This design comes from an exercise in tuning for small area, a short achievable clock period and few clock cycles on the open sky130 flow, not from production work. At most, simulation tests tie the RTL to the original design; equivalence was not proved. No activity file was given, so power comes from the tool's default toggle rates.

Design write_batch_record_parser, start of the top module:
module write_batch_record_parser (
  input  logic                clk_i,
  input  logic                rst_ni,
  input  logic                in_valid_i,
  output logic                in_ready_o,
  input  logic [41:0]         in_data_i,
  output logic                out_valid_o,
  input  logic                out_ready_i,
  output logic [143:0]        out_data_o,
  input  logic                cfg_valid_i,
  output logic                cfg_ready_o,
  input  logic                cfg_index_i,
  input  logic [31:0]         cfg_data_i
);
  localparam logic [2:0] PhHeader = 3'd0;
  localparam logic [2:0] PhTag    = 3'd1;
  localparam logic [2:0] PhKeyLen = 3'd2;
  localparam logic [2:0] PhValLen = 3'd3;
  localparam logic [2:0] PhKey    = 3'd4;
  localparam logic [2:0] PhVal    = 3'd5;
  localparam logic [2:0] PhErrTag = 3'd6;
  localparam logic [2:0] PhErrLen = 3'd7;
  logic [7:0]  b;
  logic        bf, bl;
  logic [31:0] sp;
  assign b  = in_data_i[41:34];
  assign bf = in_data_i[33];
  assign bl = in_data_i[32];
  assign sp = in_data_i[31:0];
  logic [2:0]  phase_q, phase_n;
  logic        idle_q;
  logic [3:0]  cnt_q, cnt_n;
  logic [31:0] len_q;
  logic [31:0] diff_q;
  logic        dz_q;
  logic [63:0] rseq_q;
  logic [31:0] pos_q, pos_n;
  logic        lag_q;
  logic [31:0] rs_q;
  logic        rsp_q, rsp_d;   
  logic        ov_q;           
  logic        del_q, del_n, ddel_q;
  logic        vp_q;
  logic [31:0] file_q;
  logic        fzero_q, fresh_q;
  logic        hd_q, hn_q, hs_q;
  logic        sep_q;   
  logic        hd_d, hn_d, hs_d;
  logic        empty_q, single_q, behind_q;
  logic        rip_q;     
  logic        hdone_q, lpz_q, hst_q, rl_q;
  logic        b0p_q;     
  logic [7:0]  byte_q;
  logic        fe_q, dk_q;
  logic        in_fire, upd, pop, pop_done, pos_mv;
  logic        emit_data, do_finish, do_after_key, hdr_end, seq_wr, cnt_wr;
  logic [31:0] len_new, len_pf;
  logic        len_ph;
  logic        len_new_zero, len_one, grp_zero;
  logic [2:0]  code;
  ...
For scale: roughly 260 flip-flops, roughly 230 I/O pins, about 14,000 um2 of cells after synthesis.
clock: 7.0 ns
lec_check: 0
cap_margin: 20
core_margin: 2
core_utilization: 60
setup_slack_margin: 4.0
slew_margin: 20
standard.sh (not shown) runs the stock make flow with config.mk's settings and CLKGATE_MAP_FILE= SYNTH_SCRIPT=/design/flow/synth_recipe.tcl, a recipe that flattens the netlist after the stock synthesis.
==> flow/flow/run.sh <==
#!/bin/bash
# The standard layout, with the port buffers made of buf_1 cells instead of the
# cell buffer_ports picks by itself (a delay cell four times the area).
set -euo pipefail
export BUFFER_PORTS_ARGS="-buffer_cell sky130_fd_sc_hd__buf_1"
bash standard.sh > standard.log 2>&1
Testbench counts at the start, summed over its fixed seeds: cycles 79,187.
Change:
Settings changed: GPL_TIMING_DRIVEN set to 1, SETUP_SLACK_MARGIN 4.0 to 3.8.
Global-route usage fell by 0.12 points; synthesized cell count is unchanged; routed wire length fell by about 7%; power fell by 0.79%.
Change:
Settings changed: CTS_CLUSTER_DIAMETER set to 80, CTS_CLUSTER_SIZE set to 40, GPL_TIMING_DRIVEN 1 to unset.
Result: Worst setup slack barely changes; global-route usage drops by 0.38 points; wire length falls by about 1%; design area fell by about 3%; power is lower by about 12%.
Change:
Settings changed: CORE_UTILIZATION 60 to 75, CTS_CLUSTER_DIAMETER 80 to unset, CTS_CLUSTER_SIZE 40 to unset, PLACE_DENSITY set to 0.75.
Global-route usage came out higher by 7.6 points.
Routed wire length came out higher by a few percent.
Final area grows slightly.
Sequential power is about the same.
Change:
Settings changed: CORE_UTILIZATION 75 to 60, PLACE_DENSITY 0.75 to unset.
What happened: Design area rises by 2.1%; worst setup slack improves by 3.2 ps; worst hold slack improves by 8.8 ps; sequential power hardly moves; first-iteration DRC count falls by 34%; die area rises by 24%; total power rises by 4.3%; final cell count rises by 4.5%; routed wire length falls by 2.2%; sequential share of layout area falls by 0.87 points; clock-buffer cell count falls by 5.

---

Another version of the RTL of write_batch_record_parser (not shown whole).
Size: roughly 1,600 cells after synthesis, roughly 260 flip-flops, roughly 230 I/O pins, roughly 14,000 µm² of cells after synthesis.
clock: 7.0 ns
lec_check: 0
cap_margin: 5
core_margin: 2
core_utilization: 60
cts_cluster_diameter: 70
cts_cluster_size: 30
setup_slack_margin: 3.8
slew_margin: 5
Scripts as last shown in full above: flow/flow/run.sh
Testbench counts at the start, summed over its fixed seeds: cycles 79,187.
Edit:
CAP_MARGIN = 20   (was 5)
CTS_CLUSTER_DIAMETER = 80   (was 70)
CTS_CLUSTER_SIZE = 40   (was 30)
SLEW_MARGIN = 20   (was 5)
Worst setup slack hardly moves.
Sequential share of layout area grows by 0.22 points.
Power shrinks by 1.7%.
Synthesized cell count does not change.
Routed wire length stays flat.
Edit:
CTS_CLUSTER_DIAMETER = 70   (was 80)
CTS_CLUSTER_SIZE = 30   (was 40)
=> The new run completed without violations. Via count hardly moves. Fmax hardly moves. Synthesized area does not change. Final area is higher by 0.42%. Die area does not change. Power came out higher by 1.3%.
Edit:
CORE_UTILIZATION = 70   (was 60)
=> Synthesized cell count does not change. Setup slack is better by 0.0057 ns. Routed wire length is unchanged. Via count grows by 2.7%.
Edit:
CORE_UTILIZATION = 60   (was 70)
CTS_CLUSTER_DIAMETER = 60   (was 70)
CTS_CLUSTER_SIZE = 40   (was 30)
=> Routed wire length hardly moves; cell count rose by about 3.4%; sequential share of layout area shrinks by 0.88 points; utilization falls by 11 points; cell area goes up by 2.2%; via count goes down by 2.7%.

---

Another version of the RTL of write_batch_record_parser (not shown whole).
Size: about 1500 cells after synthesis, ~14000 um^2 of cells after synthesis.
export LEC_CHECK = 0
export CAP_MARGIN = 20
export CORE_MARGIN = 2
export CORE_UTILIZATION = 60
export CTS_CLUSTER_DIAMETER = 70
export CTS_CLUSTER_SIZE = 30
export SETUP_SLACK_MARGIN = 3.8
export SLEW_MARGIN = 20
create_clock -name core_clock -period 7.0 [get_ports {clk_i}]
Scripts as last shown in full above: flow/flow/run.sh
The starting point completed without violations.
Then changed:
Settings changed: SETUP_SLACK_MARGIN 3.8 to 3.9.
Outcome: Combinational power stays flat. Cell count hardly moves. Routed wire length rises by 4.2%. Sequential cell count does not change. Register-to-register slack gets better by 0.06 ns. Die area stays the same. Hold slack hardly moves. Sequential share of layout area goes down by 1.1 points.
No functional check of the RTL was part of any run of this note.

---

## run A
write_batch_record_parser, a different RTL version from the one above (not shown whole).
Size: ~1800 cells after synthesis, roughly 260 flip-flops, ~230 I/O pins, about 0.016 mm² of cells after synthesis.
==> flow/config.mk <==
export PLATFORM = sky130hd
export DESIGN_NAME = write_batch_record_parser
export DESIGN_NICKNAME = write_batch_record_parser
export VERILOG_FILES = /design/flow/design.v
export SDC_FILE = /design/flow/constraint.sdc
export NUM_CORES = 4
export LEC_CHECK = 0
export CAP_MARGIN = 20
export CORE_MARGIN = 2
export CORE_UTILIZATION = 40
export SETUP_SLACK_MARGIN = 3.7
export SLEW_MARGIN = 20
==> flow/constraint.sdc <==
create_clock -name core_clock -period 7.0 [get_ports {clk_i}]
set_input_delay 1.4000 -clock core_clock [delete_from_list [all_inputs] [get_ports {clk_i}]]
set_output_delay 1.4000 -clock core_clock [all_outputs]
set_load 0.01 [all_outputs]
Scripts as last shown in full above: flow/flow/run.sh
Testbench counts of run A, summed over its fixed seeds: cycles 79,187.
The inputs of run B differ from those of run A as listed below.
- SETUP_SLACK_MARGIN now 3.0, was 3.7
Findings:
- In run B relative to run A, via count had gone down by a few percent.
- Run B does better than run A on global-route wire length before repair.
- The higher power per cell area of run A and run B is in run B.
- The maximum number of pins on one net before global-route repair in run B was higher than what run A gave.
- Area growth from synthesis to layout, run A and run B, lower one = run B.
- | utilization | run B vs run A | 3.2 points lower |
- On largest fanout on the critical path: run B sits above run A.

---

west:
write_batch_record_parser, a different RTL version from the one above (not shown whole).
Size: ~1700 cells after synthesis, roughly 260 flip-flops, ~15000 µm² of cells after synthesis.
export LEC_CHECK = 0
export CAP_MARGIN = 20
export CORE_MARGIN = 2
export CORE_UTILIZATION = 60
export SETUP_SLACK_MARGIN = 3.8
export SLEW_MARGIN = 20
create_clock -name core_clock -period 7.0 [get_ports {clk_i}]
Scripts as last shown in full above: flow/flow/run.sh
Both conditions hold for west: the flow ran to the end and the final layout passed the timing, design-rule and antenna checks.
Relative to west, the following input files were edited for east:
Settings: changing SETUP_SLACK_MARGIN from 3.8 to 3.7.
[summary]
- Higher non-clock buffer count was reported by west, not east.
- Any difference in portion of total power attributed to the clock network between east and west is small enough to ignore.
- On data-path buffer share of cell area in the final layout, west and east are basically level.
- Of west and east, the higher global routing usage summed across all routing layers belongs to west.
- east: worst slew margin relative to its limit 2.1 points below west
- Delta (east minus west): combinational power share now sits at about the same level, routed wire length has decreased, violation count after the first detailed-route iteration fell 11%, slew at the pin closest to its max-slew limit picked up an extra 0.028 ns, met3 wire length increased about 2.8%.
- Met2 layer usage reported by global route: east < west
No run of this note included a check of the RTL's function; only the layout flow was run.

---

write_batch_record_parser, a different RTL version from the one above (not shown whole).
For scale: about 260 flip-flops, roughly 230 I/O pins.
clock: 7.0 ns
lec_check: 0
cap_margin: 20
core_margin: 2
core_utilization: 40
cts_buf_list: sky130_fd_sc_hd__clkbuf_4
setup_slack_margin: 3.7
slew_margin: 20
Scripts as last shown in full above: flow/flow/run.sh
Edit:
- CTS_BUF_LIST: sky130_fd_sc_hd__clkbuf_4 -> default
The changed run finished clean.
Synthesized area is unchanged.
Register-to-register slack stays flat.
Final cell count drops by 2.9%.
Die area stays the same.
Count of clock-buffer cells in the layout drops by 71.
Core utilization drops by 0.86 points.
Total power climbs by 2.6%.
Worst setup slack gets better by 45 ps.
Non-clock buffer count climbs by 3.
Fmax climbs by 1.4%.
Wire length drops by 0.96%.
No functional check of the RTL was part of any run of this note.

==> afterwards: timing with drivers on the ports <==
In the flow no input, the clock included, has a driving cell. The finished layouts below were timed again as built, in two steps. Step 1 sets driving cells, clkbuf_16 on the clock port and buf_2 on the other inputs (assumed; they add their load-dependent delay and slew). Step 2 times the ports against the registers' clock, not the clock port: input delays grow and output delays shrink by t, the midpoint of the rising clock arrivals with the driver on. a / b / c = ideal / step 1 / step 2; a / b = the first two.
| run | t, ns | setup slack, ns | worst setup path at the end | latest minus earliest clock arrival (ns) | worst slew at a driven data input, ns |
|---|---|---|---|---|---|
| the first run of note 1 | 0.607 | 3.731 / 3.667 / 3.317 | input to register | 0.007 / 0.007 | 0.08 |
| the second run of note 1 | 0.591 | 3.739 / 3.698 / 3.306 | input to register | 0.023 / 0.023 | 0.05 |
| the third run of note 1 | 0.559 | 3.741 / 3.693 / 3.298 | input to register | 0.019 / 0.019 | 0.06 |
| the fourth run of note 1 | 0.577 | 3.736 / 3.684 / 3.169 | input to register | 0.012 / 0.012 | 0.07 |
| the fifth run of note 1 | 0.591 | 3.739 / 3.698 / 3.306 | input to register | 0.023 / 0.023 | 0.05 |
| the first run of note 2 | 0.556 | 3.806 / 3.758 / 3.355 | input to register | 0.020 / 0.020 | 0.06 |
| the second run of note 2 | 0.560 | 3.807 / 3.767 / 3.306 | input to register | 0.030 / 0.030 | 0.05 |
| the third run of note 2 | 0.554 | 3.808 / 3.769 / 3.353 | input to register | 0.021 / 0.021 | 0.05 |
| the fourth run of note 2 | 0.536 | 3.814 / 3.774 / 3.323 | input to register | 0.026 / 0.027 | 0.05 |
| the fifth run of note 2 | 0.568 | 3.809 / 3.770 / 3.336 | input to register | 0.033 / 0.034 | 0.05 |
| the first run of note 3 | 0.550 | 3.704 / 3.712 / 3.171 | input to register | 0.019 / 0.019 | 0.07 |
| the second run of note 3 | 0.547 | 3.755 / 3.751 / 3.204 | input to register | 0.042 / 0.042 | 0.07 |
| run A | 0.619 | 3.617 / 3.498 / 3.090 | input to register | 0.009 / 0.009 | 0.14 |
| run B | 0.629 | 3.122 / 3.101 / 2.584 | input to register | 0.027 / 0.027 | 0.07 |
| west | 0.587 | 3.781 / 3.713 / 3.286 | input to register | 0.016 / 0.017 | 0.09 |
| east | 0.595 | 3.702 / 3.671 / 3.207 | input to register | 0.013 / 0.013 | 0.06 |
| the first run of note 6 | 0.756 | 3.673 / 3.623 / 3.096 | input to register | 0.062 / 0.062 | 0.08 |
| the second run of note 6 | 0.604 | 3.717 / 3.662 / 3.213 | input to register | 0.017 / 0.018 | 0.08 |
After both steps setup and hold are still met in every run listed. For the first run of note 6, which loses most, drivers alone change the setup slack by -0.050 ns; drivers and shift together by -0.577 ns.
